Source: an optimization exercise on an open RTL-to-GDS flow (aim: small area and few clock cycles per item). Production flows keep margins and buffers that such runs may drop.
The RTL was checked by simulation tests, not by an equivalence proof against the original design.

==> design.v <==
package sosg_pkg;
    localparam int unsigned PHASE_BITS_DEF      = 32;
    localparam int unsigned TABLE_ADDR_BITS_DEF = 10;
    localparam int unsigned SAMPLE_BITS_DEF     = 16;
    localparam int unsigned CELL_BITS = 8;
    localparam int unsigned AMP_BITS       = 15;
    localparam int unsigned STEP_BITS      = 32;
    localparam int unsigned APB_DATA_BITS  = 32;
    localparam int unsigned APB_ADDR_BITS  = 3;
    localparam logic [AMP_BITS-1:0]  AMP_RESET  = 15'd2048;
    localparam logic [STEP_BITS-1:0] STEP_RESET = 32'd0;
    localparam logic REG_AMPLITUDE  = 1'b0;
    localparam logic REG_PHASE_STEP = 1'b1;
    localparam int unsigned IN_DATA_BITS = 8;
    typedef struct packed {
        logic [AMP_BITS-1:0]  amplitude;
        logic [STEP_BITS-1:0] phase_step;
    } cfg_t;
    typedef struct packed {
        logic restart;
        logic block_end;
        logic carry;
    } cell_ctl_t;
endpackage
module sosg_add32 (
    input  logic [31:0] a,
    input  logic [31:0] b,
    output logic [31:0] s
);
    logic [10:0] s_lo;
    logic [10:0] s_mid;
    logic [9:0]  s_hi;
    logic [10:0] ones_mid;
    logic [9:0]  ones_hi;
    logic        c_lo;
    logic        c_mid0;
    logic        c_mid;
    logic        c_hi0;
    sosg_rca #(.W(11)) u_lo (
        .a (a[10:0]),  .b (b[10:0]),  .ci (1'b0), .s (s_lo),  .co (c_lo)
    );
    sosg_rca #(.W(11)) u_mid (
        .a (a[21:11]), .b (b[21:11]), .ci (1'b0), .s (s_mid), .co (c_mid0)
    );
    sosg_rca #(.W(10)) u_hi (
        .a (a[31:22]), .b (b[31:22]), .ci (1'b0), .s (s_hi),  .co (c_hi0)
    );
    assign ones_mid[0] = 1'b1;
    assign ones_hi[0]  = 1'b1;
    genvar i;
    generate
        for (i = 1; i < 11; i++)
        begin : g_mid
            assign ones_mid[i] = ones_mid[i-1] & s_mid[i-1];
        end
        for (i = 1; i < 10; i++)
        begin : g_hi
            assign ones_hi[i] = ones_hi[i-1] & s_hi[i-1];
        end
    endgenerate
    assign c_mid = c_mid0 | (c_lo & ones_mid[10] & s_mid[10]);
    assign s     = {s_hi ^ ({10{c_mid}} & ones_hi), s_mid ^ ({11{c_lo}} & ones_mid), s_lo};
endmodule
module sosg_rca #(
    parameter int unsigned W = 8
) (
    input  logic [W-1:0] a,
    input  logic [W-1:0] b,
    input  logic         ci,
    output logic [W-1:0] s,
    output logic         co
);
    logic [W:0] c;
    assign c[0] = ci;
    genvar i;
    generate
        for (i = 0; i < W; i++)
        begin : g_bit
            sosg_fa u_fa (
                .a  (a[i]),
                .b  (b[i]),
                .c  (c[i]),
                .s  (s[i]),
                .co (c[i+1])
            );
        end
    endgenerate
    assign co = c[W];
endmodule
module sosg_qrom (
    input  logic [10:0] addr,
    output logic [15:0] data
);
    logic [6:0] x;
    logic [2:0] c;
    logic [17:0] u;
    logic [8:0] sl;
    logic e;
    logic [18:0] p;
    assign x = addr[9:3];
    assign c = addr[2:0];
    always_comb
    begin
        case (x)
            7'd0: u = 18'd4;
            7'd1: u = 18'd3220;
            7'd2: u = 18'd6436;
            7'd3: u = 18'd9654;
            7'd4: u = 18'd12868;
            7'd5: u = 18'd16079;
            7'd6: u = 18'd19295;
            7'd7: u = 18'd22494;
            7'd8: u = 18'd25703;
            7'd9: u = 18'd28900;
            7'd10: u = 18'd32092;
            7'd11: u = 18'd35284;
            7'd12: u = 18'd38466;
            7'd13: u = 18'd41646;
            7'd14: u = 18'd44823;
            7'd15: u = 18'd47986;
            7'd16: u = 18'd51149;
            7'd17: u = 18'd54303;
            7'd18: u = 18'd57445;
            7'd19: u = 18'd60573;
            7'd20: u = 18'd63698;
            7'd21: u = 18'd66812;
            7'd22: u = 18'd69921;
            7'd23: u = 18'd73019;
            7'd24: u = 18'd76103;
            7'd25: u = 18'd79172;
            7'd26: u = 18'd82234;
            7'd27: u = 18'd85280;
            7'd28: u = 18'd88318;
            7'd29: u = 18'd91343;
            7'd30: u = 18'd94350;
            7'd31: u = 18'd97340;
            7'd32: u = 18'd100322;
            7'd33: u = 18'd103287;
            7'd34: u = 18'd106236;
            7'd35: u = 18'd109169;
            7'd36: u = 18'd112086;
            7'd37: u = 18'd114991;
            7'd38: u = 18'd117868;
            7'd39: u = 18'd120735;
            7'd40: u = 18'd123581;
            7'd41: u = 18'd126407;
            7'd42: u = 18'd129212;
            7'd43: u = 18'd132002;
            7'd44: u = 18'd134775;
            7'd45: u = 18'd137524;
            7'd46: u = 18'd140250;
            7'd47: u = 18'd142959;
            7'd48: u = 18'd145644;
            7'd49: u = 18'd148306;
            7'd50: u = 18'd150951;
            7'd51: u = 18'd153564;
            7'd52: u = 18'd156166;
            7'd53: u = 18'd158734;
            7'd54: u = 18'd161287;
            7'd55: u = 18'd163807;
            7'd56: u = 18'd166309;
            7'd57: u = 18'd168782;
            7'd58: u = 18'd171230;
            7'd59: u = 18'd173655;
            7'd60: u = 18'd176055;
            7'd61: u = 18'd178420;
            7'd62: u = 18'd180766;
            7'd63: u = 18'd183077;
            7'd64: u = 18'd185367;
            7'd65: u = 18'd187630;
            7'd66: u = 18'd189863;
            7'd67: u = 18'd192071;
            7'd68: u = 18'd194236;
            7'd69: u = 18'd196391;
            7'd70: u = 18'd198503;
            7'd71: u = 18'd200590;
            7'd72: u = 18'd202647;
            7'd73: u = 18'd204668;
            7'd74: u = 18'd206664;
            7'd75: u = 18'd208630;
            7'd76: u = 18'd210560;
            7'd77: u = 18'd212458;
            7'd78: u = 18'd214330;
            7'd79: u = 18'd216166;
            7'd80: u = 18'd217968;
            7'd81: u = 18'd219742;
            7'd82: u = 18'd221479;
            7'd83: u = 18'd223183;
            7'd84: u = 18'd224852;
            7'd85: u = 18'd226495;
            7'd86: u = 18'd228092;
            7'd87: u = 18'd229663;
            7'd88: u = 18'd231192;
            7'd89: u = 18'd232695;
            7'd90: u = 18'd234159;
            7'd91: u = 18'd235588;
            7'd92: u = 18'd236978;
            7'd93: u = 18'd238340;
            7'd94: u = 18'd239661;
            7'd95: u = 18'd240944;
            7'd96: u = 18'd242199;
            7'd97: u = 18'd243407;
            7'd98: u = 18'd244582;
            7'd99: u = 18'd245724;
            7'd100: u = 18'd246826;
            7'd101: u = 18'd247895;
            7'd102: u = 18'd248916;
            7'd103: u = 18'd249910;
            7'd104: u = 18'd250862;
            7'd105: u = 18'd251772;
            7'd106: u = 18'd252654;
            7'd107: u = 18'd253492;
            7'd108: u = 18'd254295;
            7'd109: u = 18'd255055;
            7'd110: u = 18'd255780;
            7'd111: u = 18'd256468;
            7'd112: u = 18'd257108;
            7'd113: u = 18'd257719;
            7'd114: u = 18'd258290;
            7'd115: u = 18'd258823;
            7'd116: u = 18'd259311;
            7'd117: u = 18'd259767;
            7'd118: u = 18'd260180;
            7'd119: u = 18'd260550;
            7'd120: u = 18'd260887;
            7'd121: u = 18'd261183;
            7'd122: u = 18'd261439;
            7'd123: u = 18'd261653;
            7'd124: u = 18'd261837;
            7'd125: u = 18'd261972;
            7'd126: u = 18'd262071;
            7'd127: u = 18'd262130;
            default: u = 18'd0;
        endcase
    end
    always_comb
    begin
        case (x)
            7'd0: sl = 9'd402;
            7'd1: sl = 9'd402;
            7'd2: sl = 9'd402;
            7'd3: sl = 9'd401;
            7'd4: sl = 9'd401;
            7'd5: sl = 9'd401;
            7'd6: sl = 9'd399;
            7'd7: sl = 9'd401;
            7'd8: sl = 9'd399;
            7'd9: sl = 9'd399;
            7'd10: sl = 9'd399;
            7'd11: sl = 9'd398;
            7'd12: sl = 9'd398;
            7'd13: sl = 9'd397;
            7'd14: sl = 9'd395;
            7'd15: sl = 9'd395;
            7'd16: sl = 9'd393;
            7'd17: sl = 9'd391;
            7'd18: sl = 9'd391;
            7'd19: sl = 9'd391;
            7'd20: sl = 9'd390;
            7'd21: sl = 9'd389;
            7'd22: sl = 9'd387;
            7'd23: sl = 9'd385;
            7'd24: sl = 9'd383;
            7'd25: sl = 9'd383;
            7'd26: sl = 9'd381;
            7'd27: sl = 9'd380;
            7'd28: sl = 9'd378;
            7'd29: sl = 9'd375;
            7'd30: sl = 9'd374;
            7'd31: sl = 9'd373;
            7'd32: sl = 9'd371;
            7'd33: sl = 9'd369;
            7'd34: sl = 9'd367;
            7'd35: sl = 9'd365;
            7'd36: sl = 9'd362;
            7'd37: sl = 9'd359;
            7'd38: sl = 9'd358;
            7'd39: sl = 9'd355;
            7'd40: sl = 9'd353;
            7'd41: sl = 9'd351;
            7'd42: sl = 9'd349;
            7'd43: sl = 9'd347;
            7'd44: sl = 9'd343;
            7'd45: sl = 9'd341;
            7'd46: sl = 9'd339;
            7'd47: sl = 9'd335;
            7'd48: sl = 9'd333;
            7'd49: sl = 9'd331;
            7'd50: sl = 9'd327;
            7'd51: sl = 9'd325;
            7'd52: sl = 9'd321;
            7'd53: sl = 9'd319;
            7'd54: sl = 9'd315;
            7'd55: sl = 9'd313;
            7'd56: sl = 9'd309;
            7'd57: sl = 9'd306;
            7'd58: sl = 9'd303;
            7'd59: sl = 9'd299;
            7'd60: sl = 9'd295;
            7'd61: sl = 9'd293;
            7'd62: sl = 9'd289;
            7'd63: sl = 9'd287;
            7'd64: sl = 9'd283;
            7'd65: sl = 9'd279;
            7'd66: sl = 9'd275;
            7'd67: sl = 9'd271;
            7'd68: sl = 9'd269;
            7'd69: sl = 9'd263;
            7'd70: sl = 9'd261;
            7'd71: sl = 9'd257;
            7'd72: sl = 9'd253;
            7'd73: sl = 9'd250;
            7'd74: sl = 9'd246;
            7'd75: sl = 9'd241;
            7'd76: sl = 9'd238;
            7'd77: sl = 9'd235;
            7'd78: sl = 9'd230;
            7'd79: sl = 9'd226;
            7'd80: sl = 9'd222;
            7'd81: sl = 9'd217;
            7'd82: sl = 9'd213;
            7'd83: sl = 9'd209;
            7'd84: sl = 9'd205;
            7'd85: sl = 9'd199;
            7'd86: sl = 9'd196;
            7'd87: sl = 9'd191;
            7'd88: sl = 9'd188;
            7'd89: sl = 9'd183;
            7'd90: sl = 9'd179;
            7'd91: sl = 9'd174;
            7'd92: sl = 9'd171;
            7'd93: sl = 9'd165;
            7'd94: sl = 9'd161;
            7'd95: sl = 9'd156;
            7'd96: sl = 9'd151;
            7'd97: sl = 9'd147;
            7'd98: sl = 9'd143;
            7'd99: sl = 9'd138;
            7'd100: sl = 9'd133;
            7'd101: sl = 9'd127;
            7'd102: sl = 9'd124;
            7'd103: sl = 9'd119;
            7'd104: sl = 9'd114;
            7'd105: sl = 9'd111;
            7'd106: sl = 9'd105;
            7'd107: sl = 9'd100;
            7'd108: sl = 9'd95;
            7'd109: sl = 9'd91;
            7'd110: sl = 9'd86;
            7'd111: sl = 9'd81;
            7'd112: sl = 9'd77;
            7'd113: sl = 9'd71;
            7'd114: sl = 9'd67;
            7'd115: sl = 9'd61;
            7'd116: sl = 9'd57;
            7'd117: sl = 9'd51;
            7'd118: sl = 9'd47;
            7'd119: sl = 9'd42;
            7'd120: sl = 9'd37;
            7'd121: sl = 9'd31;
            7'd122: sl = 9'd27;
            7'd123: sl = 9'd23;
            7'd124: sl = 9'd17;
            7'd125: sl = 9'd13;
            7'd126: sl = 9'd7;
            7'd127: sl = 9'd3;
            default: sl = 9'd0;
        endcase
    end
    always_comb
    begin
        case (addr[9:0])
            10'd31: e = 1'b1;
            10'd117: e = 1'b1;
            10'd170: e = 1'b1;
            10'd250: e = 1'b1;
            10'd292: e = 1'b1;
            10'd317: e = 1'b1;
            10'd338: e = 1'b1;
            10'd410: e = 1'b1;
            10'd413: e = 1'b1;
            10'd460: e = 1'b1;
            10'd477: e = 1'b1;
            10'd517: e = 1'b1;
            10'd533: e = 1'b1;
            10'd546: e = 1'b1;
            10'd549: e = 1'b1;
            10'd585: e = 1'b1;
            10'd607: e = 1'b1;
            10'd659: e = 1'b1;
            10'd674: e = 1'b1;
            10'd692: e = 1'b1;
            10'd707: e = 1'b1;
            10'd731: e = 1'b1;
            10'd763: e = 1'b1;
            10'd765: e = 1'b1;
            10'd781: e = 1'b1;
            10'd804: e = 1'b1;
            10'd813: e = 1'b1;
            10'd818: e = 1'b1;
            10'd820: e = 1'b1;
            10'd836: e = 1'b1;
            10'd860: e = 1'b1;
            10'd883: e = 1'b1;
            10'd898: e = 1'b1;
            10'd905: e = 1'b1;
            10'd906: e = 1'b1;
            10'd907: e = 1'b1;
            10'd908: e = 1'b1;
            10'd923: e = 1'b1;
            10'd941: e = 1'b1;
            10'd955: e = 1'b1;
            10'd956: e = 1'b1;
            10'd963: e = 1'b1;
            10'd970: e = 1'b1;
            10'd971: e = 1'b1;
            10'd972: e = 1'b1;
            10'd973: e = 1'b1;
            10'd974: e = 1'b1;
            10'd981: e = 1'b1;
            default: e = 1'b0;
        endcase
    end
    logic [18:0] ra, rb, g, t;
    logic [3:0] cl;
    logic [18:3] ch;
    logic t1;
    logic t2;
    logic t3;
    logic t4;
    logic t5;
    logic t6;
    logic t7;
    logic t8;
    logic t9;
    logic t10;
    logic t11;
    logic t12;
    logic t13;
    logic t14;
    logic t15;
    logic t16;
    logic t17;
    logic t18;
    logic t19;
    logic t20;
    logic t21;
    logic t22;
    logic t23;
    logic t24;
    logic t25;
    logic t26;
    logic t27;
    logic t28;
    logic t29;
    logic t30;
    logic t31;
    logic t32;
    logic t33;
    logic t34;
    logic t35;
    logic t36;
    logic t37;
    logic t38;
    logic t39;
    logic t40;
    logic t41;
    logic t42;
    logic t43;
    logic t44;
    logic t45;
    logic t46;
    logic t47;
    logic t48;
    assign t1 = u[3] ^ (sl[3] & c[0]);
    assign t2 = u[3] & (sl[3] & c[0]);
    assign t3 = u[4] ^ (sl[4] & c[0]);
    assign t4 = u[4] & (sl[4] & c[0]);
    assign t5 = u[5] ^ (sl[5] & c[0]);
    assign t6 = u[5] & (sl[5] & c[0]);
    assign t7 = u[6] ^ (sl[6] & c[0]);
    assign t8 = u[6] & (sl[6] & c[0]);
    assign t9 = u[7] ^ (sl[7] & c[0]);
    assign t10 = u[7] & (sl[7] & c[0]);
    assign t11 = u[8] ^ (sl[8] & c[0]);
    assign t12 = u[8] & (sl[8] & c[0]);
    assign t13 = u[2] ^ (sl[2] & c[0]);
    assign t14 = u[2] & (sl[2] & c[0]);
    sosg_fa u_fa_t15 (.a((sl[2] & c[1])), .b((sl[1] & c[2])), .c(e), .s(t15), .co(t16));
    sosg_fa u_fa_t17 (.a((sl[3] & c[1])), .b((sl[2] & c[2])), .c(t3), .s(t17), .co(t18));
    sosg_fa u_fa_t19 (.a((sl[4] & c[1])), .b((sl[3] & c[2])), .c(t5), .s(t19), .co(t20));
    sosg_fa u_fa_t21 (.a((sl[5] & c[1])), .b((sl[4] & c[2])), .c(t7), .s(t21), .co(t22));
    sosg_fa u_fa_t23 (.a((sl[6] & c[1])), .b((sl[5] & c[2])), .c(t9), .s(t23), .co(t24));
    sosg_fa u_fa_t25 (.a((sl[7] & c[1])), .b((sl[6] & c[2])), .c(t11), .s(t25), .co(t26));
    sosg_fa u_fa_t27 (.a(u[9]), .b((sl[8] & c[1])), .c((sl[7] & c[2])), .s(t27), .co(t28));
    assign t29 = u[1] ^ (sl[1] & c[0]);
    assign t30 = u[1] & (sl[1] & c[0]);
    sosg_fa u_fa_t31 (.a((sl[1] & c[1])), .b((sl[0] & c[2])), .c(t13), .s(t31), .co(t32));
    sosg_fa u_fa_t33 (.a(t1), .b(t15), .c(t14), .s(t33), .co(t34));
    sosg_fa u_fa_t35 (.a(t2), .b(t17), .c(t16), .s(t35), .co(t36));
    sosg_fa u_fa_t37 (.a(t4), .b(t19), .c(t18), .s(t37), .co(t38));
    sosg_fa u_fa_t39 (.a(t6), .b(t21), .c(t20), .s(t39), .co(t40));
    sosg_fa u_fa_t41 (.a(t8), .b(t23), .c(t22), .s(t41), .co(t42));
    sosg_fa u_fa_t43 (.a(t10), .b(t25), .c(t24), .s(t43), .co(t44));
    sosg_fa u_fa_t45 (.a(t12), .b(t27), .c(t26), .s(t45), .co(t46));
    sosg_fa u_fa_t47 (.a(u[10]), .b((sl[8] & c[2])), .c(t28), .s(t47), .co(t48));
    assign ra[0] = u[0];
    assign rb[0] = (sl[0] & c[0]);
    assign ra[1] = (sl[0] & c[1]);
    assign rb[1] = t29;
    assign ra[2] = t31;
    assign rb[2] = t30;
    assign ra[3] = t33;
    assign rb[3] = t32;
    assign ra[4] = t35;
    assign rb[4] = t34;
    assign ra[5] = t37;
    assign rb[5] = t36;
    assign ra[6] = t39;
    assign rb[6] = t38;
    assign ra[7] = t41;
    assign rb[7] = t40;
    assign ra[8] = t43;
    assign rb[8] = t42;
    assign ra[9] = t45;
    assign rb[9] = t44;
    assign ra[10] = t47;
    assign rb[10] = t46;
    assign ra[11] = u[11];
    assign rb[11] = t48;
    assign ra[12] = u[12];
    assign rb[12] = 1'b0;
    assign ra[13] = u[13];
    assign rb[13] = 1'b0;
    assign ra[14] = u[14];
    assign rb[14] = 1'b0;
    assign ra[15] = u[15];
    assign rb[15] = 1'b0;
    assign ra[16] = u[16];
    assign rb[16] = 1'b0;
    assign ra[17] = u[17];
    assign rb[17] = 1'b0;
    assign ra[18] = 1'b0;
    assign rb[18] = 1'b0;
    assign g = ra & rb;
    assign t = ra ^ rb;
    assign cl[0] = 1'b0;
    assign cl[1] = g[0] | (t[0] & cl[0]);
    assign cl[2] = g[1] | (t[1] & cl[1]);
    assign cl[3] = g[2] | (t[2] & cl[2]);
    logic pg0, pp0;
    assign pg0 = g[4] | (t[4] & g[3]);
    assign pp0 = t[4] & t[3];
    logic pg1, pp1;
    assign pg1 = g[6] | (t[6] & g[5]);
    assign pp1 = t[6] & t[5];
    logic pg2, pp2;
    assign pg2 = g[8] | (t[8] & g[7]);
    assign pp2 = t[8] & t[7];
    logic pg3, pp3;
    assign pg3 = g[10] | (t[10] & g[9]);
    assign pp3 = t[10] & t[9];
    logic pg4, pp4;
    assign pg4 = g[12] | (t[12] & g[11]);
    assign pp4 = t[12] & t[11];
    logic pg5, pp5;
    assign pg5 = g[14] | (t[14] & g[13]);
    assign pp5 = t[14] & t[13];
    logic pg6, pp6;
    assign pg6 = g[16] | (t[16] & g[15]);
    assign pp6 = t[16] & t[15];
    logic pg7, pp7;
    assign pg7 = g[5] | (t[5] & pg0);
    assign pp7 = t[5] & pp0;
    logic pg8, pp8;
    assign pg8 = pg1 | (pp1 & pg0);
    assign pp8 = pp1 & pp0;
    logic pg9, pp9;
    assign pg9 = g[9] | (t[9] & pg2);
    assign pp9 = t[9] & pp2;
    logic pg10, pp10;
    assign pg10 = pg3 | (pp3 & pg2);
    assign pp10 = pp3 & pp2;
    logic pg11, pp11;
    assign pg11 = g[13] | (t[13] & pg4);
    assign pp11 = t[13] & pp4;
    logic pg12, pp12;
    assign pg12 = pg5 | (pp5 & pg4);
    assign pp12 = pp5 & pp4;
    logic pg13, pp13;
    assign pg13 = g[17] | (t[17] & pg6);
    assign pp13 = t[17] & pp6;
    logic pg14, pp14;
    assign pg14 = g[7] | (t[7] & pg8);
    assign pp14 = t[7] & pp8;
    logic pg15, pp15;
    assign pg15 = pg2 | (pp2 & pg8);
    assign pp15 = pp2 & pp8;
    logic pg16, pp16;
    assign pg16 = pg9 | (pp9 & pg8);
    assign pp16 = pp9 & pp8;
    logic pg17, pp17;
    assign pg17 = pg10 | (pp10 & pg8);
    assign pp17 = pp10 & pp8;
    logic pg18, pp18;
    assign pg18 = g[15] | (t[15] & pg12);
    assign pp18 = t[15] & pp12;
    logic pg19, pp19;
    assign pg19 = pg6 | (pp6 & pg12);
    assign pp19 = pp6 & pp12;
    logic pg20, pp20;
    assign pg20 = pg13 | (pp13 & pg12);
    assign pp20 = pp13 & pp12;
    logic pg21, pp21;
    assign pg21 = g[11] | (t[11] & pg17);
    assign pp21 = t[11] & pp17;
    logic pg22, pp22;
    assign pg22 = pg4 | (pp4 & pg17);
    assign pp22 = pp4 & pp17;
    logic pg23, pp23;
    assign pg23 = pg11 | (pp11 & pg17);
    assign pp23 = pp11 & pp17;
    logic pg24, pp24;
    assign pg24 = pg12 | (pp12 & pg17);
    assign pp24 = pp12 & pp17;
    logic pg25, pp25;
    assign pg25 = pg18 | (pp18 & pg17);
    assign pp25 = pp18 & pp17;
    logic pg26, pp26;
    assign pg26 = pg19 | (pp19 & pg17);
    assign pp26 = pp19 & pp17;
    logic pg27, pp27;
    assign pg27 = pg20 | (pp20 & pg17);
    assign pp27 = pp20 & pp17;
    assign ch[3] = cl[3];
    assign ch[4] = g[3] | (t[3] & cl[3]);
    assign ch[5] = pg0 | (pp0 & cl[3]);
    assign ch[6] = pg7 | (pp7 & cl[3]);
    assign ch[7] = pg8 | (pp8 & cl[3]);
    assign ch[8] = pg14 | (pp14 & cl[3]);
    assign ch[9] = pg15 | (pp15 & cl[3]);
    assign ch[10] = pg16 | (pp16 & cl[3]);
    assign ch[11] = pg17 | (pp17 & cl[3]);
    assign ch[12] = pg21 | (pp21 & cl[3]);
    assign ch[13] = pg22 | (pp22 & cl[3]);
    assign ch[14] = pg23 | (pp23 & cl[3]);
    assign ch[15] = pg24 | (pp24 & cl[3]);
    assign ch[16] = pg25 | (pp25 & cl[3]);
    assign ch[17] = pg26 | (pp26 & cl[3]);
    assign ch[18] = pg27 | (pp27 & cl[3]);
    assign p[2:0] = '0;
    assign p[18:3] = t[18:3] ^ ch[18:3];
    assign data = {addr[10] | p[18], p[17:3]};
endmodule
module sosg_mul (
    input  logic [14:0] a,
    input  logic [14:0] b,
    output logic [14:0] p
);
    logic [16:0] ax;
    logic [15:0] bx;
    logic [7:0] one, two, sg, ns;
    logic [15:0] pp [0:7];
    logic [29:0] ra, rb, g, t;
    logic [15:0] cl;
    logic [29:15] ch;
    logic n1;
    logic n2;
    logic n3;
    logic n4;
    logic n5;
    logic n6;
    logic n7;
    logic n8;
    logic n9;
    logic n10;
    logic n11;
    logic n12;
    logic n13;
    logic n14;
    logic n15;
    logic n16;
    logic n17;
    logic n18;
    logic n19;
    logic n20;
    logic n21;
    logic n22;
    logic n23;
    logic n24;
    logic n25;
    logic n26;
    logic n27;
    logic n28;
    logic n29;
    logic n30;
    logic n31;
    logic n32;
    logic n33;
    logic n34;
    logic n35;
    logic n36;
    logic n37;
    logic n38;
    logic n39;
    logic n40;
    logic n41;
    logic n42;
    logic n43;
    logic n44;
    logic n45;
    logic n46;
    logic n47;
    logic n48;
    logic n49;
    logic n50;
    logic n51;
    logic n52;
    logic n53;
    logic n54;
    logic n55;
    logic n56;
    logic n57;
    logic n58;
    logic n59;
    logic n60;
    logic n61;
    logic n62;
    logic n63;
    logic n64;
    logic n65;
    logic n66;
    logic n67;
    logic n68;
    logic n69;
    logic n70;
    logic n71;
    logic n72;
    logic n73;
    logic n74;
    logic n75;
    logic n76;
    logic n77;
    logic n78;
    logic n79;
    logic n80;
    logic n81;
    logic n82;
    logic n83;
    logic n84;
    logic n85;
    logic n86;
    logic n87;
    logic n88;
    logic n89;
    logic n90;
    logic n91;
    logic n92;
    logic n93;
    logic n94;
    logic n95;
    logic n96;
    logic n97;
    logic n98;
    logic n99;
    logic n100;
    logic n101;
    logic n102;
    logic n103;
    logic n104;
    logic n105;
    logic n106;
    logic n107;
    logic n108;
    logic n109;
    logic n110;
    logic n111;
    logic n112;
    logic n113;
    logic n114;
    logic n115;
    logic n116;
    logic n117;
    logic n118;
    logic n119;
    logic n120;
    logic n121;
    logic n122;
    logic n123;
    logic n124;
    logic n125;
    logic n126;
    logic n127;
    logic n128;
    logic n129;
    logic n130;
    logic n131;
    logic n132;
    logic n133;
    logic n134;
    logic n135;
    logic n136;
    logic n137;
    logic n138;
    logic n139;
    logic n140;
    logic n141;
    logic n142;
    logic n143;
    logic n144;
    logic n145;
    logic n146;
    logic n147;
    logic n148;
    logic n149;
    logic n150;
    logic n151;
    logic n152;
    logic n153;
    logic n154;
    logic n155;
    logic n156;
    logic n157;
    logic n158;
    logic n159;
    logic n160;
    logic n161;
    logic n162;
    logic n163;
    logic n164;
    logic n165;
    logic n166;
    logic n167;
    logic n168;
    logic n169;
    logic n170;
    logic n171;
    logic n172;
    logic n173;
    logic n174;
    logic n175;
    logic n176;
    logic n177;
    logic n178;
    logic n179;
    logic n180;
    logic n181;
    logic n182;
    logic n183;
    logic n184;
    logic n185;
    logic n186;
    logic n187;
    logic n188;
    logic n189;
    logic n190;
    logic n191;
    logic n192;
    logic n193;
    logic n194;
    logic n195;
    logic n196;
    logic n197;
    logic n198;
    logic n199;
    logic n200;
    logic n201;
    logic n202;
    logic n203;
    logic n204;
    logic n205;
    logic n206;
    logic n207;
    logic n208;
    logic n209;
    logic n210;
    logic n211;
    logic n212;
    logic n213;
    logic n214;
    logic n215;
    logic n216;
    logic n217;
    logic n218;
    logic n219;
    logic n220;
    logic n221;
    logic n222;
    logic n223;
    logic n224;
    assign ax = {1'd0, a, 1'b0};
    assign bx = {b, 1'b0};
    genvar i, j;
    generate
        for (i = 0; i < 8; i++)
        begin : g_d
            assign one[i] = ax[2*i+1] ^ ax[2*i];
            assign two[i] = (ax[2*i+2] & ~ax[2*i+1] & ~ax[2*i]) | (~ax[2*i+2] & ax[2*i+1] & ax[2*i]);
            assign sg[i]  = ax[2*i+2] & ~(ax[2*i+1] & ax[2*i]);
            assign ns[i]  = ~sg[i];
            for (j = 0; j <= 15; j++)
            begin : g_b
                assign pp[i][j] = (((j < 15) ? (one[i] & b[j < 15 ? j : 0]) : 1'b0) | (two[i] & bx[j])) ^ sg[i];
            end
        end
    endgenerate
    assign n1 = pp[0][10] ^ pp[1][8];
    assign n2 = pp[0][10] & pp[1][8];
    assign n3 = pp[0][11] ^ pp[1][9];
    assign n4 = pp[0][11] & pp[1][9];
    sosg_fa u_fa0 (.a(pp[0][12]), .b(pp[1][10]), .c(pp[2][8]), .s(n5), .co(n6));
    assign n7 = pp[3][6] ^ pp[4][4];
    assign n8 = pp[3][6] & pp[4][4];
    sosg_fa u_fa1 (.a(pp[0][13]), .b(pp[1][11]), .c(pp[2][9]), .s(n9), .co(n10));
    assign n11 = pp[3][7] ^ pp[4][5];
    assign n12 = pp[3][7] & pp[4][5];
    sosg_fa u_fa2 (.a(pp[0][14]), .b(pp[1][12]), .c(pp[2][10]), .s(n13), .co(n14));
    sosg_fa u_fa3 (.a(pp[3][8]), .b(pp[4][6]), .c(pp[5][4]), .s(n15), .co(n16));
    assign n17 = pp[6][2] ^ pp[7][0];
    assign n18 = pp[6][2] & pp[7][0];
    sosg_fa u_fa4 (.a(pp[0][15]), .b(pp[1][13]), .c(pp[2][11]), .s(n19), .co(n20));
    sosg_fa u_fa5 (.a(pp[3][9]), .b(pp[4][7]), .c(pp[5][5]), .s(n21), .co(n22));
    assign n23 = pp[6][3] ^ pp[7][1];
    assign n24 = pp[6][3] & pp[7][1];
    sosg_fa u_fa6 (.a(ns[0]), .b(pp[1][14]), .c(pp[2][12]), .s(n25), .co(n26));
    sosg_fa u_fa7 (.a(pp[3][10]), .b(pp[4][8]), .c(pp[5][6]), .s(n27), .co(n28));
    sosg_fa u_fa8 (.a(pp[6][4]), .b(pp[7][2]), .c(1'b1), .s(n29), .co(n30));
    sosg_fa u_fa9 (.a(pp[1][15]), .b(pp[2][13]), .c(pp[3][11]), .s(n31), .co(n32));
    sosg_fa u_fa10 (.a(pp[4][9]), .b(pp[5][7]), .c(pp[6][5]), .s(n33), .co(n34));
    assign n35 = pp[7][3] ^ 1'b1;
    assign n36 = pp[7][3] & 1'b1;
    sosg_fa u_fa11 (.a(ns[1]), .b(pp[2][14]), .c(pp[3][12]), .s(n37), .co(n38));
    sosg_fa u_fa12 (.a(pp[4][10]), .b(pp[5][8]), .c(pp[6][6]), .s(n39), .co(n40));
    sosg_fa u_fa13 (.a(pp[2][15]), .b(pp[3][13]), .c(pp[4][11]), .s(n41), .co(n42));
    assign n43 = pp[5][9] ^ pp[6][7];
    assign n44 = pp[5][9] & pp[6][7];
    sosg_fa u_fa14 (.a(ns[2]), .b(pp[3][14]), .c(pp[4][12]), .s(n45), .co(n46));
    assign n47 = pp[3][15] ^ pp[4][13];
    assign n48 = pp[3][15] & pp[4][13];
    assign n49 = pp[0][6] ^ pp[1][4];
    assign n50 = pp[0][6] & pp[1][4];
    assign n51 = pp[0][7] ^ pp[1][5];
    assign n52 = pp[0][7] & pp[1][5];
    sosg_fa u_fa15 (.a(pp[0][8]), .b(pp[1][6]), .c(pp[2][4]), .s(n53), .co(n54));
    assign n55 = pp[3][2] ^ pp[4][0];
    assign n56 = pp[3][2] & pp[4][0];
    sosg_fa u_fa16 (.a(pp[0][9]), .b(pp[1][7]), .c(pp[2][5]), .s(n57), .co(n58));
    assign n59 = pp[3][3] ^ pp[4][1];
    assign n60 = pp[3][3] & pp[4][1];
    sosg_fa u_fa17 (.a(pp[2][6]), .b(pp[3][4]), .c(pp[4][2]), .s(n61), .co(n62));
    sosg_fa u_fa18 (.a(pp[5][0]), .b(sg[5]), .c(n1), .s(n63), .co(n64));
    sosg_fa u_fa19 (.a(pp[2][7]), .b(pp[3][5]), .c(pp[4][3]), .s(n65), .co(n66));
    sosg_fa u_fa20 (.a(pp[5][1]), .b(n3), .c(n2), .s(n67), .co(n68));
    sosg_fa u_fa21 (.a(pp[5][2]), .b(pp[6][0]), .c(sg[6]), .s(n69), .co(n70));
    sosg_fa u_fa22 (.a(n5), .b(n7), .c(n4), .s(n71), .co(n72));
    sosg_fa u_fa23 (.a(pp[5][3]), .b(pp[6][1]), .c(n9), .s(n73), .co(n74));
    sosg_fa u_fa24 (.a(n11), .b(n6), .c(n8), .s(n75), .co(n76));
    sosg_fa u_fa25 (.a(sg[7]), .b(n13), .c(n15), .s(n77), .co(n78));
    sosg_fa u_fa26 (.a(n17), .b(n10), .c(n12), .s(n79), .co(n80));
    sosg_fa u_fa27 (.a(n19), .b(n21), .c(n23), .s(n81), .co(n82));
    sosg_fa u_fa28 (.a(n14), .b(n16), .c(n18), .s(n83), .co(n84));
    sosg_fa u_fa29 (.a(n25), .b(n27), .c(n29), .s(n85), .co(n86));
    sosg_fa u_fa30 (.a(n20), .b(n22), .c(n24), .s(n87), .co(n88));
    sosg_fa u_fa31 (.a(n31), .b(n33), .c(n35), .s(n89), .co(n90));
    sosg_fa u_fa32 (.a(n26), .b(n28), .c(n30), .s(n91), .co(n92));
    sosg_fa u_fa33 (.a(pp[7][4]), .b(n37), .c(n39), .s(n93), .co(n94));
    sosg_fa u_fa34 (.a(n32), .b(n34), .c(n36), .s(n95), .co(n96));
    sosg_fa u_fa35 (.a(pp[7][5]), .b(1'b1), .c(n41), .s(n97), .co(n98));
    sosg_fa u_fa36 (.a(n43), .b(n38), .c(n40), .s(n99), .co(n100));
    sosg_fa u_fa37 (.a(pp[5][10]), .b(pp[6][8]), .c(pp[7][6]), .s(n101), .co(n102));
    sosg_fa u_fa38 (.a(n45), .b(n42), .c(n44), .s(n103), .co(n104));
    sosg_fa u_fa39 (.a(pp[5][11]), .b(pp[6][9]), .c(pp[7][7]), .s(n105), .co(n106));
    sosg_fa u_fa40 (.a(1'b1), .b(n47), .c(n46), .s(n107), .co(n108));
    sosg_fa u_fa41 (.a(ns[3]), .b(pp[4][14]), .c(pp[5][12]), .s(n109), .co(n110));
    sosg_fa u_fa42 (.a(pp[6][10]), .b(pp[7][8]), .c(n48), .s(n111), .co(n112));
    sosg_fa u_fa43 (.a(pp[4][15]), .b(pp[5][13]), .c(pp[6][11]), .s(n113), .co(n114));
    assign n115 = pp[7][9] ^ 1'b1;
    assign n116 = pp[7][9] & 1'b1;
    sosg_fa u_fa44 (.a(ns[4]), .b(pp[5][14]), .c(pp[6][12]), .s(n117), .co(n118));
    assign n119 = pp[5][15] ^ pp[6][13];
    assign n120 = pp[5][15] & pp[6][13];
    assign n121 = pp[0][4] ^ pp[1][2];
    assign n122 = pp[0][4] & pp[1][2];
    assign n123 = pp[0][5] ^ pp[1][3];
    assign n124 = pp[0][5] & pp[1][3];
    sosg_fa u_fa45 (.a(pp[2][2]), .b(pp[3][0]), .c(sg[3]), .s(n125), .co(n126));
    sosg_fa u_fa46 (.a(pp[2][3]), .b(pp[3][1]), .c(n51), .s(n127), .co(n128));
    sosg_fa u_fa47 (.a(sg[4]), .b(n53), .c(n55), .s(n129), .co(n130));
    sosg_fa u_fa48 (.a(n57), .b(n59), .c(n54), .s(n131), .co(n132));
    sosg_fa u_fa49 (.a(n61), .b(n63), .c(n58), .s(n133), .co(n134));
    sosg_fa u_fa50 (.a(n65), .b(n67), .c(n62), .s(n135), .co(n136));
    sosg_fa u_fa51 (.a(n69), .b(n71), .c(n66), .s(n137), .co(n138));
    sosg_fa u_fa52 (.a(n73), .b(n75), .c(n70), .s(n139), .co(n140));
    sosg_fa u_fa53 (.a(n77), .b(n79), .c(n74), .s(n141), .co(n142));
    sosg_fa u_fa54 (.a(n81), .b(n83), .c(n78), .s(n143), .co(n144));
    sosg_fa u_fa55 (.a(n85), .b(n87), .c(n82), .s(n145), .co(n146));
    sosg_fa u_fa56 (.a(n89), .b(n91), .c(n86), .s(n147), .co(n148));
    sosg_fa u_fa57 (.a(n93), .b(n95), .c(n90), .s(n149), .co(n150));
    sosg_fa u_fa58 (.a(n97), .b(n99), .c(n94), .s(n151), .co(n152));
    sosg_fa u_fa59 (.a(n101), .b(n103), .c(n98), .s(n153), .co(n154));
    sosg_fa u_fa60 (.a(n105), .b(n107), .c(n102), .s(n155), .co(n156));
    sosg_fa u_fa61 (.a(n109), .b(n111), .c(n106), .s(n157), .co(n158));
    sosg_fa u_fa62 (.a(n113), .b(n115), .c(n110), .s(n159), .co(n160));
    sosg_fa u_fa63 (.a(pp[7][10]), .b(n117), .c(n114), .s(n161), .co(n162));
    sosg_fa u_fa64 (.a(pp[7][11]), .b(1'b1), .c(n119), .s(n163), .co(n164));
    sosg_fa u_fa65 (.a(ns[5]), .b(pp[6][14]), .c(pp[7][12]), .s(n165), .co(n166));
    assign n167 = pp[6][15] ^ pp[7][13];
    assign n168 = pp[6][15] & pp[7][13];
    assign n169 = pp[0][2] ^ pp[1][0];
    assign n170 = pp[0][2] & pp[1][0];
    assign n171 = pp[0][3] ^ pp[1][1];
    assign n172 = pp[0][3] & pp[1][1];
    sosg_fa u_fa66 (.a(pp[2][0]), .b(sg[2]), .c(n121), .s(n173), .co(n174));
    sosg_fa u_fa67 (.a(pp[2][1]), .b(n123), .c(n122), .s(n175), .co(n176));
    sosg_fa u_fa68 (.a(n49), .b(n125), .c(n124), .s(n177), .co(n178));
    sosg_fa u_fa69 (.a(n50), .b(n127), .c(n126), .s(n179), .co(n180));
    sosg_fa u_fa70 (.a(n52), .b(n129), .c(n128), .s(n181), .co(n182));
    sosg_fa u_fa71 (.a(n56), .b(n131), .c(n130), .s(n183), .co(n184));
    sosg_fa u_fa72 (.a(n60), .b(n133), .c(n132), .s(n185), .co(n186));
    sosg_fa u_fa73 (.a(n64), .b(n135), .c(n134), .s(n187), .co(n188));
    sosg_fa u_fa74 (.a(n68), .b(n137), .c(n136), .s(n189), .co(n190));
    sosg_fa u_fa75 (.a(n72), .b(n139), .c(n138), .s(n191), .co(n192));
    sosg_fa u_fa76 (.a(n76), .b(n141), .c(n140), .s(n193), .co(n194));
    sosg_fa u_fa77 (.a(n80), .b(n143), .c(n142), .s(n195), .co(n196));
    sosg_fa u_fa78 (.a(n84), .b(n145), .c(n144), .s(n197), .co(n198));
    sosg_fa u_fa79 (.a(n88), .b(n147), .c(n146), .s(n199), .co(n200));
    sosg_fa u_fa80 (.a(n92), .b(n149), .c(n148), .s(n201), .co(n202));
    sosg_fa u_fa81 (.a(n96), .b(n151), .c(n150), .s(n203), .co(n204));
    sosg_fa u_fa82 (.a(n100), .b(n153), .c(n152), .s(n205), .co(n206));
    sosg_fa u_fa83 (.a(n104), .b(n155), .c(n154), .s(n207), .co(n208));
    sosg_fa u_fa84 (.a(n108), .b(n157), .c(n156), .s(n209), .co(n210));
    sosg_fa u_fa85 (.a(n112), .b(n159), .c(n158), .s(n211), .co(n212));
    sosg_fa u_fa86 (.a(n116), .b(n161), .c(n160), .s(n213), .co(n214));
    sosg_fa u_fa87 (.a(n118), .b(n163), .c(n162), .s(n215), .co(n216));
    sosg_fa u_fa88 (.a(n120), .b(n165), .c(n164), .s(n217), .co(n218));
    sosg_fa u_fa89 (.a(1'b1), .b(n167), .c(n166), .s(n219), .co(n220));
    sosg_fa u_fa90 (.a(ns[6]), .b(pp[7][14]), .c(n168), .s(n221), .co(n222));
    assign n223 = pp[7][15] ^ 1'b1;
    assign n224 = pp[7][15] & 1'b1;
    assign ra[0] = pp[0][0];
    assign rb[0] = sg[0];
    assign ra[1] = pp[0][1];
    assign rb[1] = 1'b0;
    assign ra[2] = sg[1];
    assign rb[2] = n169;
    assign ra[3] = n171;
    assign rb[3] = n170;
    assign ra[4] = n173;
    assign rb[4] = n172;
    assign ra[5] = n175;
    assign rb[5] = n174;
    assign ra[6] = n177;
    assign rb[6] = n176;
    assign ra[7] = n179;
    assign rb[7] = n178;
    assign ra[8] = n181;
    assign rb[8] = n180;
    assign ra[9] = n183;
    assign rb[9] = n182;
    assign ra[10] = n185;
    assign rb[10] = n184;
    assign ra[11] = n187;
    assign rb[11] = n186;
    assign ra[12] = n189;
    assign rb[12] = n188;
    assign ra[13] = n191;
    assign rb[13] = n190;
    assign ra[14] = n193;
    assign rb[14] = n192;
    assign ra[15] = n195;
    assign rb[15] = n194;
    assign ra[16] = n197;
    assign rb[16] = n196;
    assign ra[17] = n199;
    assign rb[17] = n198;
    assign ra[18] = n201;
    assign rb[18] = n200;
    assign ra[19] = n203;
    assign rb[19] = n202;
    assign ra[20] = n205;
    assign rb[20] = n204;
    assign ra[21] = n207;
    assign rb[21] = n206;
    assign ra[22] = n209;
    assign rb[22] = n208;
    assign ra[23] = n211;
    assign rb[23] = n210;
    assign ra[24] = n213;
    assign rb[24] = n212;
    assign ra[25] = n215;
    assign rb[25] = n214;
    assign ra[26] = n217;
    assign rb[26] = n216;
    assign ra[27] = n219;
    assign rb[27] = n218;
    assign ra[28] = n221;
    assign rb[28] = n220;
    assign ra[29] = n223;
    assign rb[29] = n222;
    assign g = ra & rb;
    assign t = ra ^ rb;
    assign cl[0] = 1'b0;
    genvar k;
    generate
        for (k = 0; k < 15; k++)
        begin : g_lo
            assign cl[k+1] = g[k] | (t[k] & cl[k]);
        end
    endgenerate
    logic gg0, gp0;
    assign gg0 = g[16] | (t[16] & g[15]);
    assign gp0 = t[16] & t[15];
    logic gg1, gp1;
    assign gg1 = g[18] | (t[18] & g[17]);
    assign gp1 = t[18] & t[17];
    logic gg2, gp2;
    assign gg2 = g[20] | (t[20] & g[19]);
    assign gp2 = t[20] & t[19];
    logic gg3, gp3;
    assign gg3 = g[22] | (t[22] & g[21]);
    assign gp3 = t[22] & t[21];
    logic gg4, gp4;
    assign gg4 = g[24] | (t[24] & g[23]);
    assign gp4 = t[24] & t[23];
    logic gg5, gp5;
    assign gg5 = g[26] | (t[26] & g[25]);
    assign gp5 = t[26] & t[25];
    logic gg6, gp6;
    assign gg6 = g[28] | (t[28] & g[27]);
    assign gp6 = t[28] & t[27];
    logic gg7, gp7;
    assign gg7 = g[17] | (t[17] & gg0);
    assign gp7 = t[17] & gp0;
    logic gg8, gp8;
    assign gg8 = gg1 | (gp1 & gg0);
    assign gp8 = gp1 & gp0;
    logic gg9, gp9;
    assign gg9 = g[21] | (t[21] & gg2);
    assign gp9 = t[21] & gp2;
    logic gg10, gp10;
    assign gg10 = gg3 | (gp3 & gg2);
    assign gp10 = gp3 & gp2;
    logic gg11, gp11;
    assign gg11 = g[25] | (t[25] & gg4);
    assign gp11 = t[25] & gp4;
    logic gg12, gp12;
    assign gg12 = gg5 | (gp5 & gg4);
    assign gp12 = gp5 & gp4;
    logic gg13, gp13;
    assign gg13 = g[19] | (t[19] & gg8);
    assign gp13 = t[19] & gp8;
    logic gg14, gp14;
    assign gg14 = gg2 | (gp2 & gg8);
    assign gp14 = gp2 & gp8;
    logic gg15, gp15;
    assign gg15 = gg9 | (gp9 & gg8);
    assign gp15 = gp9 & gp8;
    logic gg16, gp16;
    assign gg16 = gg10 | (gp10 & gg8);
    assign gp16 = gp10 & gp8;
    logic gg17, gp17;
    assign gg17 = g[27] | (t[27] & gg12);
    assign gp17 = t[27] & gp12;
    logic gg18, gp18;
    assign gg18 = gg6 | (gp6 & gg12);
    assign gp18 = gp6 & gp12;
    logic gg19, gp19;
    assign gg19 = g[23] | (t[23] & gg16);
    assign gp19 = t[23] & gp16;
    logic gg20, gp20;
    assign gg20 = gg4 | (gp4 & gg16);
    assign gp20 = gp4 & gp16;
    logic gg21, gp21;
    assign gg21 = gg11 | (gp11 & gg16);
    assign gp21 = gp11 & gp16;
    logic gg22, gp22;
    assign gg22 = gg12 | (gp12 & gg16);
    assign gp22 = gp12 & gp16;
    logic gg23, gp23;
    assign gg23 = gg17 | (gp17 & gg16);
    assign gp23 = gp17 & gp16;
    logic gg24, gp24;
    assign gg24 = gg18 | (gp18 & gg16);
    assign gp24 = gp18 & gp16;
    assign ch[15] = cl[15];
    assign ch[16] = g[15] | (t[15] & cl[15]);
    assign ch[17] = gg0 | (gp0 & cl[15]);
    assign ch[18] = gg7 | (gp7 & cl[15]);
    assign ch[19] = gg8 | (gp8 & cl[15]);
    assign ch[20] = gg13 | (gp13 & cl[15]);
    assign ch[21] = gg14 | (gp14 & cl[15]);
    assign ch[22] = gg15 | (gp15 & cl[15]);
    assign ch[23] = gg16 | (gp16 & cl[15]);
    assign ch[24] = gg19 | (gp19 & cl[15]);
    assign ch[25] = gg20 | (gp20 & cl[15]);
    assign ch[26] = gg21 | (gp21 & cl[15]);
    assign ch[27] = gg22 | (gp22 & cl[15]);
    assign ch[28] = gg23 | (gp23 & cl[15]);
    assign ch[29] = gg24 | (gp24 & cl[15]);
    assign p = t[29:15] ^ ch[29:15];
endmodule
module sosg_fa (
    input  logic a,
    input  logic b,
    input  logic c,
    output logic s,
    output logic co
);
    assign s  = a ^ b ^ c;
    assign co = (a & b) | (a & c) | (b & c);
endmodule
module sine_oscillator_sample_generator #(
    parameter int unsigned PHASE_BITS      = sosg_pkg::PHASE_BITS_DEF,
    parameter int unsigned TABLE_ADDR_BITS = sosg_pkg::TABLE_ADDR_BITS_DEF,
    parameter int unsigned SAMPLE_BITS     = sosg_pkg::SAMPLE_BITS_DEF
) (
    input  logic                                clk,
    input  logic                                rst_n,
    input  logic                                s_tvalid,
    output logic                                s_tready,
    input  logic [sosg_pkg::IN_DATA_BITS-1:0]   s_tdata,   
    input  logic                                s_tlast,
    output logic                                m_tvalid,
    input  logic                                m_tready,
    output logic [((SAMPLE_BITS+7)/8)*8-1:0]    m_tdata,   
    output logic                                m_tlast,
    input  logic                                psel,
    input  logic                                penable,
    input  logic                                pwrite,
    input  logic [sosg_pkg::APB_ADDR_BITS-1:0]  paddr,
    input  logic [sosg_pkg::APB_DATA_BITS-1:0]  pwdata,
    output logic [sosg_pkg::APB_DATA_BITS-1:0]  prdata,
    output logic                                pready
);
    logic [14:0] amplitude_reg;
    logic [31:0] phase_step_reg;
    logic        wr_en;
    logic        adv;
    logic        acc;
    logic        restart;
    logic [31:0] phase_reg;
    logic [31:0] phase_sum;
    logic [11:0] phase_top;
    logic [10:0] rom_addr;
    logic [15:0] ent;
    logic [15:0] ent_reg;
    logic        neg1_reg;
    logic        last1_reg;
    logic        v1_reg;
    logic [14:0] prod;
    logic [14:0] mag;
    logic [14:0] mag_reg;
    logic        neg2_reg;
    logic        last2_reg;
    logic        v2_reg;
    assign pready = 1'b1;
    assign wr_en  = psel && penable && pwrite;
    always_ff @(posedge clk or negedge rst_n)
    begin
        if (!rst_n)
        begin
            amplitude_reg  <= sosg_pkg::AMP_RESET;
            phase_step_reg <= sosg_pkg::STEP_RESET;
        end
        else if (wr_en)
        begin
            if (paddr[2])
                phase_step_reg <= pwdata;
            else
                amplitude_reg  <= pwdata[14:0];
        end
    end
    assign prdata = paddr[2] ? phase_step_reg : {17'd0, amplitude_reg};
    assign adv      = !v2_reg || m_tready;
    assign s_tready = adv;
    assign acc      = s_tvalid && adv;
    assign restart  = s_tdata[0];
    sosg_add32 u_add (
        .a (phase_reg),
        .b (phase_step_reg),
        .s (phase_sum)
    );
    always_ff @(posedge clk or negedge rst_n)
    begin
        if (!rst_n)
            phase_reg <= '0;
        else if (acc)
            phase_reg <= restart ? phase_step_reg : phase_sum;
    end
    assign phase_top = phase_reg[31:20];
    assign rom_addr = phase_top[10] ? (11'd1024 - {1'b0, phase_top[9:0]}) : {1'b0, phase_top[9:0]};
    sosg_qrom u_qrom (
        .addr (rom_addr),
        .data (ent)
    );
    always_ff @(posedge clk or negedge rst_n)
    begin
        if (!rst_n)
        begin
            v1_reg <= 1'b0;
            v2_reg <= 1'b0;
        end
        else if (adv)
        begin
            v1_reg <= s_tvalid;
            v2_reg <= v1_reg;
        end
    end
    always_ff @(posedge clk)
    begin
        if (adv)
        begin
            ent_reg   <= restart ? 16'd0 : ent;
            neg1_reg  <= phase_top[11];
            last1_reg <= s_tlast;
            mag_reg   <= mag;
            neg2_reg  <= neg1_reg;
            last2_reg <= last1_reg;
        end
    end
    sosg_mul u_mul (
        .a (amplitude_reg),
        .b (ent_reg[14:0]),
        .p (prod)
    );
    assign mag = prod | (amplitude_reg & {15{ent_reg[15]}});
    assign m_tvalid = v2_reg;
    assign m_tdata  = neg2_reg ? (16'd0 - {1'b0, mag_reg}) : {1'b0, mag_reg};
    assign m_tlast  = last2_reg;
endmodule
==> flow/run.sh <==
#!/bin/bash
set -euo pipefail
export REMOVE_ABC_BUFFERS=1
export BUFFER_PORTS_ARGS="-buffer_cell sky130_fd_sc_hd__buf_1"
export CTS_ARGS="-sink_clustering_enable -repair_clock_nets -buf_list {sky130_fd_sc_hd__clkbuf_4 sky130_fd_sc_hd__clkbuf_8} -sink_clustering_size 30 -sink_clustering_max_diameter 80 -dont_use_dummy_load"
bash standard.sh > standard.log 2>&1
==> standard.sh <==
#!/bin/bash
# synth_recipe.tcl (not shown) runs the flow's synth.tcl, then flattens the netlist and writes it again
# the make line also repeats each setting of config.mk as NAME=value (left out here)
make -C /OpenROAD-flow-scripts/flow DESIGN_CONFIG=/design/flow/config.mk WORK_HOME=/design/flow/orfs CLKGATE_MAP_FILE= SYNTH_SCRIPT=/design/flow/synth_recipe.tcl "${@:-finish}"
==> config.mk <==
export PLATFORM = sky130hd
export DESIGN_NAME = sine_oscillator_sample_generator
export DESIGN_NICKNAME = sine_oscillator_sample_generator
export VERILOG_FILES = /design/flow/design.v
export SDC_FILE = /design/flow/constraint.sdc
export NUM_CORES = 4
export LEC_CHECK = 0
export ABC_AREA = 1
export CAP_MARGIN = 20
export CORE_MARGIN = 2
export CORE_UTILIZATION = 50
export CTS_BUF_LIST = sky130_fd_sc_hd__clkbuf_4 sky130_fd_sc_hd__clkbuf_8
export GPL_TIMING_DRIVEN = 0
export PLACE_DENSITY = 0.65
export SETUP_SLACK_MARGIN = 0.2
export SLEW_MARGIN = 20
export SYNTH_HIERARCHICAL = 1
export SYNTH_MEMORY_MAX_BITS = 65536
export SYNTH_MINIMUM_KEEP_SIZE = 0
==> constraint.sdc <==
create_clock -name core_clock -period 7.5 [get_ports {clk}]
set_input_delay 1.5000 -clock core_clock [delete_from_list [all_inputs] [get_ports {clk}]]
set_output_delay 1.5000 -clock core_clock [all_outputs]
set_load 0.01 [all_outputs]
==> summary.txt, run 1 <==
clock slew at reported path FFs 70 ps; Critical Path AT 7160 ps; CP Depth 29; first-pass GRT wire length 92.7 mm; Top cell by count, worst path nand2_1; GRT Total Usage 33.2%; CP max stage delay 570 ps; htree depth 4; residual DRC count 0; Initial Utilization 50.7%; Peak Freq 143 MHz; Slew HR 40.6%; skew final 37.1 ps; Routed WL per cell 20.6 um; Max Slew Vio Count 0; Max Cap Viol 0; number of I/O port buffers 92; largest net degree at the start of global routing 65; worst reg2reg startpoint phase_reg[20]; gpl congestion 1.01; crit-path leading delay family simple AND/OR/NAND/NOR gates; fin crit period 6990 ps; worst-margin pin slew 890 ps; Final Setup Violations 0; hold_buf cts 0; unrepaired setup endpoints after global routing true; worst min-delay path category flop to flop; Worst Setup SP phase_reg[20]; 1st-pass router iterations 6; Post-DP HPWL 44.2 mm; Die Ht 188 um; reg2reg end ent_reg[12]; maximum fanout along the worst path 49; row cnt 67; Die Span X 188 um; R2R cell count 29; CTS buffer count 17; critical path buffer and inverter count 3; Layout Utilization 54.1%; worst skew pair latency 450 ps; initial DRC count 1941; Sink Count 116; Seq cells post-synth 116; CP max-delay cell nand2_2; most frequent cells in the layout nand2_1 (532), inv_1 (308), nor2_1 (191), o21ai_0 (151), fa_1 (141); Post-synth EDFFs 35; post-synthesis sequential area ratio 18.1%; fin nets 2687; commonest non-fill, non-tap cell in the layout nand2_1; TritonCTS clock tree yes; Worst Setup EP ent_reg[12]; vias in the first global route 16700; Syn. warnings 11; final hold violations 0; Via density 5.99; die footprint 35500 sq um; final clock period utilization by the worst path 93.1%; crit path kind flop to flop; # diodes 0; Area Overhead vs Synth 6.64%; Final ANT Viol Nets 0; CP startpoint kind flop; post-synth cell types 58; Most used DFF post-synth dfrtp_1; Min Hold Slack 424 ps; initial antenna violation count 0; DRT Wirelength 58.7 mm; Post-Synthesis Cells 2373; Mapped Area 17000 sq um; Core Area 33500 sq um; grt ovf 0; clock buffer depth 2; # fillers 3299; root buffer cell clkbuf_8; reg2reg setup slack 510 ps; via count 17100; WP data required 7680 ps; Post-Syn Area per Cell 7.16 sq um; layout cells sized above 1 5.21%; status no timing/DRC/antenna violations; IO Pins 103; Synth async-reset ratio 69.8%; Worst Setup End Kind flop
[modules after synthesis, one instance, submodules excluded, excerpt]
module,cell area (sq um),copies in the design,cells,flops+latches
sine_oscillator_sample_generator,5700,1,681,116
sosg_qrom,4480,1,913,0
sosg_mul,3590,1,573,0
sosg_add32,442,1,67,0
sosg_fa,20.0,139,1,0
[repair_timing]
item / CTS / global route
setup buffers: 1 / 10
setup endpoints to repair: 12 / 15
pin swaps: 1 / 4
gates resized for setup: 5 / 13
[layer usage]
metal | track usage [%] | vias to the layer above | wire length, um
li1 | - | 7827 | -
met1 | 42.9 | 8171 | 23800
met2 | 54.8 | 874 | 27300
met3 | 5.51 | 192 | 4820
met4 | 14.9 | 0 | 2770
met5 | 0 | - | 0
[worst min path at each step]
stage / startpoint / cells after the start / to
after floorplan: last1_reg / 0 / last2_reg
final: last1_reg / 0 / last2_reg
after global placement: last1_reg / 0 / last2_reg
after detailed placement: last1_reg / 0 / last2_reg
after global routing: last1_reg / 0 / last2_reg
after CTS: last1_reg / 0 / last2_reg
[cell families (layout without fill, tap and decap cells)]
kind of cell,count (synthesis),in the layout,share of synthesized area (%)
and+or+nand+nor,944,944,23.4
AOI/OAI and AO/OA,500,500,17.3
buffers and inverters,439,459,10.6
adders and majority gates,235,235,23.5
xor gates and xnor gates,135,135,6.96
DFF,116,116,18.1
other,4,10,0.0883
[layout make-up]
cell class,count,area (sq um),area share (%)
sequential,116,3080,17.0
clock buffer,17,234,1.29
tap,448,561,3.09
inverter,324,1230,6.78
multi-input combinational,1824,12300,67.9
timing repair buffer,118,714,3.94
[per-stage QoR]
step / std cells / instance area (sq um) / TNS, ps / worst slack [ps]
6_report: 2847 / 18100 / 0 / 514
3_3_place_gp: 2804 / 17300 / -77550 / -5180
2_1_floorplan: 2264 / 16400 / -3450 / -449
4_1_cts: 2836 / 18000 / 0 / 240
5_1_grt: 2847 / 18100 / 0 / 186
3_5_place_dp: 2818 / 17700 / -1550 / -267
[cell usage after synthesis, drive strengths merged, types with 3 or more instances]
| cell | n | area share [%] |
|---|---|---|
| edfxtp | 35 | 6.2 |
| o2111ai | 6 | 0.31 |
| clkbuf | 57 | 1.3 |
| o221ai | 8 | 0.41 |
| xor2 | 123 | 6.3 |
| buf | 58 | 2.2 |
| o21a | 3 | 0.13 |
| o21ai | 193 | 5.7 |
| nand2 | 552 | 12 |
| a22o | 3 | 0.15 |
| inv | 323 | 7.1 |
| o311ai | 4 | 0.21 |
| nand3 | 122 | 3.7 |
| nor3 | 25 | 0.77 |
| nand4 | 22 | 0.99 |
| o211ai | 25 | 1.1 |
| o31ai | 3 | 0.13 |
| a21o | 3 | 0.13 |
| a221oi | 5 | 0.26 |
| a211oi | 3 | 0.13 |
| fa | 141 | 17 |
| a21oi | 86 | 2.5 |
| nor2 | 214 | 5.1 |
| o22ai | 121 | 4.5 |
| ha | 94 | 6.9 |
| a31oi | 12 | 0.44 |
| xnor2 | 12 | 0.62 |
| conb | 4 | 0.088 |
| a311oi | 4 | 0.21 |
| dfrtp | 80 | 12 |
| o21bai | 17 | 0.82 |
Testbench counts, summed over its fixed seeds: cycles 19,264, items 19,200.
==> run 2, diff against run 1 <==
--- a/design.v
+++ b/design.v
@@ -1243,4 +1243,5 @@
     logic [11:0] phase_top;
     logic [10:0] rom_addr;
+    logic [9:0]  lower_set;
     logic [15:0] ent;
     logic [15:0] ent_reg;
@@ -1289,5 +1290,14 @@
     end
     assign phase_top = phase_reg[31:20];
-    assign rom_addr = phase_top[10] ? (11'd1024 - {1'b0, phase_top[9:0]}) : {1'b0, phase_top[9:0]};
+    assign lower_set[0] = 1'b0;
+    genvar gi;
+    generate
+        for (gi = 1; gi < 10; gi++)
+        begin : g_neg
+            assign lower_set[gi] = lower_set[gi-1] | phase_top[gi-1];
+        end
+    endgenerate
+    assign rom_addr = {phase_top[10] & !(lower_set[9] | phase_top[9]),
+                       phase_top[9:0] ^ ({10{phase_top[10]}} & lower_set)};
     sosg_qrom u_qrom (
         .addr (rom_addr),
==> flow/run.sh (replaced) <==
#!/bin/bash
set -euo pipefail
export BUFFER_PORTS_ARGS="-buffer_cell sky130_fd_sc_hd__buf_1"
export CTS_ARGS="-sink_clustering_enable -repair_clock_nets -buf_list {sky130_fd_sc_hd__clkbuf_4 sky130_fd_sc_hd__clkbuf_8} -sink_clustering_size 30 -sink_clustering_max_diameter 80 -dont_use_dummy_load"
bash standard.sh > standard.log 2>&1
--- a/config.mk
+++ b/config.mk
@@ -9,9 +9,7 @@
 export CAP_MARGIN = 20
 export CORE_MARGIN = 2
-export CORE_UTILIZATION = 50
+export CORE_UTILIZATION = 40
 export CTS_BUF_LIST = sky130_fd_sc_hd__clkbuf_4 sky130_fd_sc_hd__clkbuf_8
 export GPL_TIMING_DRIVEN = 0
-export PLACE_DENSITY = 0.65
-export SETUP_SLACK_MARGIN = 0.2
 export SLEW_MARGIN = 20
 export SYNTH_HIERARCHICAL = 1
==> summary.txt, run 2 <==
status no timing/DRC/antenna violations; hold_buf cts 0; CTS buffer count 17; post-synthesis sequential area ratio 18.0%; CP max stage delay 540 ps; fin nets 2763; gpl congestion 1.04; Final Setup Violations 0; Critical Path AT 7260 ps; Top cell by count, worst path nand2_1; Post-Syn Area per Cell 7.24 sq um; worst skew pair latency 470 ps; fin crit period 7070 ps; Most used DFF post-synth dfrtp_1; Syn. warnings 11; Max Slew Vio Count 0; Placed Instances 2997; first-pass GRT wire length 103 mm; row cnt 75; Synth async-reset ratio 69.8%; Sink Count 116; grt ovf 0; final hold violations 0; clock buffer depth 2; TritonCTS clock tree yes; unrepaired setup endpoints after global routing false; count leader, synth nand2_1; CP max-delay cell dfrtp_1; DRT Wirelength 67.6 mm; largest net degree at the start of global routing 40; Worst Setup End Kind flop; Via density 5.84; die footprint 44400 sq um; Routed WL per cell 22.4 um; Core Area 42000 sq um; root buffer cell clkbuf_8; 1st-pass router iterations 6; worst-margin pin slew 937 ps; Slew HR 37.5%; clock slew at reported path FFs 70 ps; Seq cells post-synth 116; post-synth cell types 60; maximum fanout along the worst path 11; Commonest cells post-synth nand2_1 (509), inv_1 (297), nor2_1 (184); fin cells 3016; Final ANT Viol Nets 0; cell type with the largest total area after synthesis fa_1; area share of the largest cell type after synthesis 16.5%; WP data required 7680 ps; commonest non-fill, non-tap cell in the layout nand2_1; worst min-delay path category flop to flop; number of I/O port buffers 91; Initial Utilization 40.6%; crit path kind flop to flop; Peak Freq 141 MHz; via count 17600; initial DRC count 1684; most frequent cells in the layout nand2_1 (507), inv_1 (297), nor2_1 (179), fa_1 (141), nand3_1 (123); Max Cap Viol 0; largest cells by area after synthesis fa_1 (17%), dfrtp_1 (12%), nand2_1 (11%); layout cells sized above 1 7.71%; initial antenna violation count 0; # fillers 4471; Area Overhead vs Synth 8.33%; Mapped Area 17100 sq um; htree depth 4; Min Hold Slack 425 ps; GRT Total Usage 30.7%; Post-DP HPWL 53.6 mm; residual DRC count 0; CP startpoint kind flop; IO Pins 103; Die Span X 211 um; skew final 46.8 ps; final clock period utilization by the worst path 94.3%; vias in the first global route 17300; Die Ht 211 um; Post-synth EDFFs 35; Post-Synthesis Cells 2358
-- run 2: changes by cell type after synthesis, sizes merged, moves of 4 or more --
cell,delta
nand3,+7
nor2,-15
o21ai,-19
nand2,-6
o211ai,+9
clkbuf,+4
nand4,+5
a22oi,+5
-- run 2: per-layer routing --
metal | wire, um | GRT usage [%] | part of all wire, % | vias to the layer above
li1 | - | - | - | 7974
met1 | 26800 | 38.4 | 40 | 8438
met2 | 31500 | 50.8 | 47 | 970
met3 | 5070 | 4.82 | 7.5 | 240
met4 | 4170 | 17.2 | 6.2 | 0
met5 | 0 | 0 | 0 | -
-- run 2: final cells by class --
type,instances,area [sq um],share of cell area [%]
Inverter,322,1210,6.53
Clock buffer,17,234,1.26
Tap cell,539,674,3.65
Sequential cell,116,3080,16.6
Buffer,119,607,3.28
Antenna cell,1,2.50,0.0135
Multi-Input combinational cell,1805,12300,66.4
Timing Repair Buffer,97,417,2.25
-- run 2: logic make-up after synthesis --
logic type | count (synthesis) | share of synthesized area, %
compound gates | 492 | 17.1
xor+xnor | 136 | 6.98
fa+ha+maj | 234 | 23.3
buf+inv | 443 | 10.6
flops | 116 | 18.0
other cells | 4 | 0.0879
simple gates | 933 | 23.8
-- run 2: worst paths after layout --
path	startpoint	end	slack, ps	depth (start not counted)
worst min register to register	neg1_reg	neg2_reg	420	0
max in group asynchronous	rst_n	amplitude_reg[11]	5500	3
worst min-delay path	neg1_reg	neg2_reg	420	0
worst max register to register	phase_reg[20]	ent_reg[12]	430	33
min in group asynchronous	rst_n	phase_step_reg[26]	1100	1
worst max-delay path	phase_reg[20]	ent_reg[12]	430	33
-- run 2: per-module statistics from Yosys (local to each module, per instance), a selection --
| module | times used | flip-flops and latches | area (sq um) |
|---|---|---|---|
| sosg_add32 | 1 | 0 | 442 |
| sine_oscillator_sample_generator | 1 | 116 | 5640 |
| sosg_mul | 1 | 0 | 3590 |
| sosg_qrom | 1 | 0 | 4620 |
| sosg_fa | 139 | 0 | 20.0 |
-- run 2: per-stage QoR --
stage / area, sq um / util (%) / TNS [ps] / setup WS (ps)
finish: 18500 / 44.0 / 0 / 429
global route: 18500 / 44.0 / 0 / 12.2
CTS: 18400 / 43.8 / 0 / 96.1
detailed placement: 18200 / 43.2 / -616 / -200
global placement: 18100 / 43.1 / -9170 / -1060
floorplan: 17100 / - / 0 / 1420
-- run 2: repair_timing --
action,4_1_cts,5_1_grt
pin swaps,0,1
setup buffers,0,3
resized for setup,1,25
setup endpoints to repair,7,12
-- run 2: worst max-delay path, delay by kind of cell (launching register included) --
kind / cells / cell delay, ps
compound gates: 8 / 1930
fa+ha+maj: 5 / 1830
simple gates: 14 / 1600
buf+inv: 5 / 620
flops: 1 / 540
xor+xnor: 1 / 280
Testbench counts of run 2, summed over its fixed seeds: cycles 19,264, items 19,200.

-- afterwards: timing with drivers on the ports --
Ports are ideal in the flow. The routed layouts listed here were re-timed in OpenROAD.
Step 1 (the two cells are an assumption about what drives the block):
set clk [get_ports {clk}]
set_driving_cell -lib_cell sky130_fd_sc_hd__clkbuf_16 $clk
set_driving_cell -lib_cell sky130_fd_sc_hd__buf_2 [delete_from_list [all_inputs] $clk]
Step 2 moves the port delays by t, midway between the first and last clock arrival at a register: inputs arrive t later, outputs are due t later. That takes back most of the time a late clock gives input paths.
Three values: ideal ports, drivers, drivers and shift; two values: the first two.
run	t, ns	slack for setup (ns)	pins driven straight from the clock port
run 1	0.477	0.514 / 0.514 / 0.514	1
run 2	0.492	0.429 / 0.429 / 0.429	1
After both steps setup and hold are still met in every run listed.
